From an optimization exercise on the open Yosys and OpenROAD flow, aimed at a short achievable clock period and few clock cycles; shortcuts taken in it are not production practice.
The RTL was checked by simulation tests, not by an equivalence proof against the original design.
Power is estimated from default activity; no workload was simulated.

Design cpu_top, start of the top module:
module cpu_top (
  input  logic            clk,
  input  logic            arst_n,
  output logic [15:0]     instr_addr,
  input  logic [15:0]     instr,
  output logic [15:0]     mem_addr,
  output logic [15:0]     mem_wdata,
  output logic            mem_we,
  input  logic [15:0]     mem_rdata,
  output logic            halted
);
Size: about 3,900 cells after synthesis, about 740 flip-flops, about 84 I/O pins.
clock: 12.0 ns
lec_check: 0
abc_clock_period_in_ps: 3000
cap_margin: 20
core_margin: 2
core_utilization: 40
setup_slack_margin: 5.0
slew_margin: 20
standard.sh (not shown) runs the stock make flow with config.mk's settings and CLKGATE_MAP_FILE= SYNTH_SCRIPT=/design/flow/synth_recipe.tcl, a recipe that flattens the netlist after the stock synthesis.
==> flow/flow/run.sh <==
#!/bin/bash
set -euo pipefail
bash standard.sh ADDER_MAP_FILE= SETUP_SLACK_MARGIN=8.5 finish > standard_flow.log 2>&1
Testbench counts at the start, summed over its fixed seeds: cycles 46,269.
Change:
--- a/flow/design.v
+++ b/flow/design.v
@@ -300,22 +300,31 @@
   assign hit = btb_v[bi] && (btb_tag[bi] == pc[15:3]);
   assign pc1_c = ks16(pc, 16'd0, 1'b1);
   always_comb begin
     t_c = ks16({9'd0, pc1_c[15:9]}, 16'd0, 1'b1);      f_bhp = t_c[6:0];
     t_c = ks16({9'd0, pc1_c[15:9]}, 16'hffff, 1'b0);   f_bhm = t_c[6:0];
     t_c = ks16({12'd0, pc1_c[15:12]}, 16'd0, 1'b1);    f_jhp = t_c[3:0];
     t_c = ks16({12'd0, pc1_c[15:12]}, 16'hffff, 1'b0); f_jhm = t_c[3:0];
   end
-  always_comb begin
-    if (redirect)            pc_next = redirect_pc;
-    else if (stall || stopped) pc_next = pc;
-    else if (hit)            pc_next = btb_tgt[bi];
-    else                     pc_next = pc1_c[15:0];
-  end
+  logic [5:0]  s_lo;
+  logic        s_taken;
+  static_pred u_static_pred (
+    .instr   (instr),
+    .pc1_lo  (pc1_c[5:0]),
+    .taken   (s_taken),
+    .tgt_lo  (s_lo)
+  );
+  logic        hold, use_static;
+  logic [15:0] pc_early, pc_norm;
+  assign hold       = stall || stopped;
+  assign pc_early   = hold ? pc : (hit ? btb_tgt[bi] : pc1_c[15:0]);
+  assign use_static = s_taken && !hit && !hold;
+  assign pc_norm    = {pc_early[15:6], use_static ? s_lo : pc_early[5:0]};
+  assign pc_next    = redirect ? redirect_pc : pc_norm;
   assign pc         = ~pc_n;
   assign instr_addr = fetch_addr;
   always_ff @(posedge clk or negedge arst_n) begin
     if (!arst_n) begin
       fetch_addr <= 16'd0;
       pc_n     <= 16'hffff;
       d_valid  <= 1'b0;
       d_ir     <= 16'd0;
@@ -353,17 +362,17 @@
       if (redirect || stopped) begin
         d_valid <= 1'b0;
       end else if (!stall) begin
         d_valid <= 1'b1;
       end
       if (!stall) begin
         d_ir    <= instr;
         d_pc    <= pc;
-        d_pred  <= hit;
+        d_pred  <= hit || use_static;
         d_pc1   <= pc1_c[15:0];
         d_bhp   <= f_bhp;
         d_bhm   <= f_bhm;
         d_jhp   <= f_jhp;
         d_jhm   <= f_jhm;
       end
       x_valid <= issue;
       x_op    <= op;
@@ -408,8 +417,40 @@
       rf[m_rd] <= m_val;
     end
   end
   assign mem_addr  = m_addr;
   assign mem_wdata = m_wdata;
   assign mem_we    = m_we;
   assign halted    = halt_q;
 endmodule
+module static_pred (
+  input  logic [15:0] instr,
+  input  logic [5:0]  pc1_lo,
+  output logic        taken,
+  output logic [5:0]  tgt_lo
+);
+  logic [5:0] g, p, gg, pp, g2, p2;
+  logic       c6, fit_b, fit_j;
+  always_comb begin
+    p  = pc1_lo ^ instr[5:0];
+    g  = pc1_lo & instr[5:0];
+    gg = g;
+    pp = p;
+    for (int d = 1; d < 6; d = d * 2) begin
+      g2 = gg;
+      p2 = pp;
+      for (int i = d; i < 6; i++) begin
+        g2[i] = gg[i] | (pp[i] & gg[i-d]);
+        p2[i] = pp[i] & pp[i-d];
+      end
+      gg = g2;
+      pp = p2;
+    end
+  end
+  assign tgt_lo = p ^ {gg[4:0], 1'b0};
+  assign c6     = gg[5];
+  assign fit_b  = (instr[8:5] == 4'b0000) || (instr[8:5] == 4'b1111);
+  assign fit_j  = (instr[11:5] == 7'd0) || (instr[11:5] == 7'h7f);
+  assign taken  = (c6 == instr[5]) &&
+                  (((instr[15:12] == 4'hD) && fit_j) ||
+                   ((instr[15:12] == 4'hC) && fit_b && ((instr[11:9] == 3'd7) || instr[8])));
+endmodule
After rerunning: Total power rose by 3.4%; worst hold slack is about the same; via count grows by 1.8%; die area came out higher by 2.4%; combinational power increases by 7.4%; global-route usage is lower by 0.12 points; cell count went up by 2.5%; count of clock-buffer cells in the layout came out lower by 2; routed wire length came out higher by 1.2%; design area rises by 1.9%; non-clock buffer count went down by 7.
Testbench counts after the change, summed over its fixed seeds: cycles 44,380.

---

the baseline:
Another version of the RTL of cpu_top (not shown whole).
For scale: roughly 4200 cells after synthesis, ~790 flip-flops, about 84 I/O pins.
clock: 12.0 ns
lec_check: 0
abc_clock_period_in_ps: 3000
cap_margin: 20
core_margin: 2
core_utilization: 40
setup_slack_margin: 5.0
slew_margin: 20
Scripts as last shown in full above: flow/flow/run.sh
Testbench counts of the baseline, summed over its fixed seeds: cycles 45,218.
[inputs] the candidate vs the baseline
--- a/flow/design.v
+++ b/flow/design.v
@@ -218,30 +218,29 @@
   assign rt = d_ir[3:0];
   assign is_b   = (op == 4'hC);
   assign is_jal = (op == 4'hD);
   assign is_jr  = (op == 4'hE);
   assign is_hlt = (op == 4'hF);
   assign uses_rs = (op <= 4'h9) || is_jr;
   assign uses_rt = (op <= 4'h4);
   assign uses_rd = (op == 4'h9) || (op == 4'hA);
   function automatic logic late(input logic [3:0] a);
-    late = x_wen && (x_op == 4'h8) && (x_rd == a);
+    late = x_wen && !x_quick && (x_rd == a);
   endfunction
   assign stall_reg   = (uses_rs && late(rs)) || (uses_rt && late(rt)) || (uses_rd && late(rd)) ||
-                       (is_jr && x_wen && !x_quick && (x_rd == rs)) ||
                        (is_jr && m_lw && m_wen && (m_rd == rs));
   assign stall_flags = is_b && (d_ir[11:9] >= 3'd2) && (d_ir[11:9] <= 3'd6) && x_arith;
   assign stall = d_valid && (stall_reg || stall_flags);
   assign issue = d_valid && !stall && !stopped && !xredirect;
   assign m_val = m_lw ? mem_rdata : m_result;
   function automatic logic [15:0] rd_port(input logic [3:0] a);
     if (a == 4'd0)                rd_port = 16'd0;
-    else if (x_wen && x_rd == a)  rd_port = x_result;
+    else if (x_wen && x_rd == a)  rd_port = x_qres;
     else if (m_wen && m_rd == a)  rd_port = m_val;
     else                          rd_port = rf[a];
   endfunction
   logic [15:0] jr_val;
   always_comb begin
     if (rs == 4'd0)                    jr_val = 16'd0;
     else if (x_wen && x_rd == rs)      jr_val = x_qres;
     else if (m_wen && m_rd == rs)      jr_val = m_result;
     else                               jr_val = rf[rs];
==> comparison <==
Against the baseline, the candidate comes in 0.98% lower on cell area after placement.
Against the baseline, total power draw in the candidate fell by a few percent.
The candidate falls short of the baseline in least setup slack across all paths after layout.
Diff the baseline -> the candidate: minimum clock period after layout went up, fraction of final layout cells sized beyond drive strength 1 went down, total setup buffers inserted after CTS went down.
Compare the baseline and the candidate | post-cts repair resize count higher: the baseline
Relative to the baseline, the candidate improves via count.
Standard cell with the maximum stage delay on the critical path = dfrtp_2: the candidate; standard cell with the maximum stage delay on the critical path = dfrtp_1: the baseline
Taking the candidate over the baseline, the first-pass GRT wire length ratio works out to 0.943.
The candidate vs the baseline: filler cell count in the final layout up slightly
Via count of the first global-routing pass, the baseline and the candidate: smaller value in the candidate
Testbench counts of the candidate, summed over its fixed seeds: cycles 45,551.

## static timing again, ports no longer ideal
The results above use ideal ports. As a check the final layouts listed here were re-extracted and re-timed, cells and wires unchanged.
Step 1, drivers: a clkbuf_16 drives clk and a buf_2 each remaining input, both assumed.
Step 2, shift: input delay + t, output delay - t, t = (earliest + latest rising clock arrival at the registers) / 2. This alone moves slack from input paths to output paths.
Slacks: no drivers / after step 1 / after step 2; pairs: no drivers / after step 1.
run	t, ns	setup slack, ns	worst register clock-pin slew, ns
the first run of note 1	0.726	8.329 / 8.262 / 7.810	0.07 / 0.07
the second run of note 1	0.726	8.170 / 8.130 / 7.405	0.07 / 0.07
the baseline	0.742	8.314 / 8.246 / 7.656	0.07 / 0.07
the candidate	0.752	8.288 / 8.219 / 7.644	0.07 / 0.07
After both steps every run listed still meets setup and hold. For the second run of note 1, which loses most, drivers alone change the setup slack by -0.040 ns; drivers and shift together by -0.765 ns.
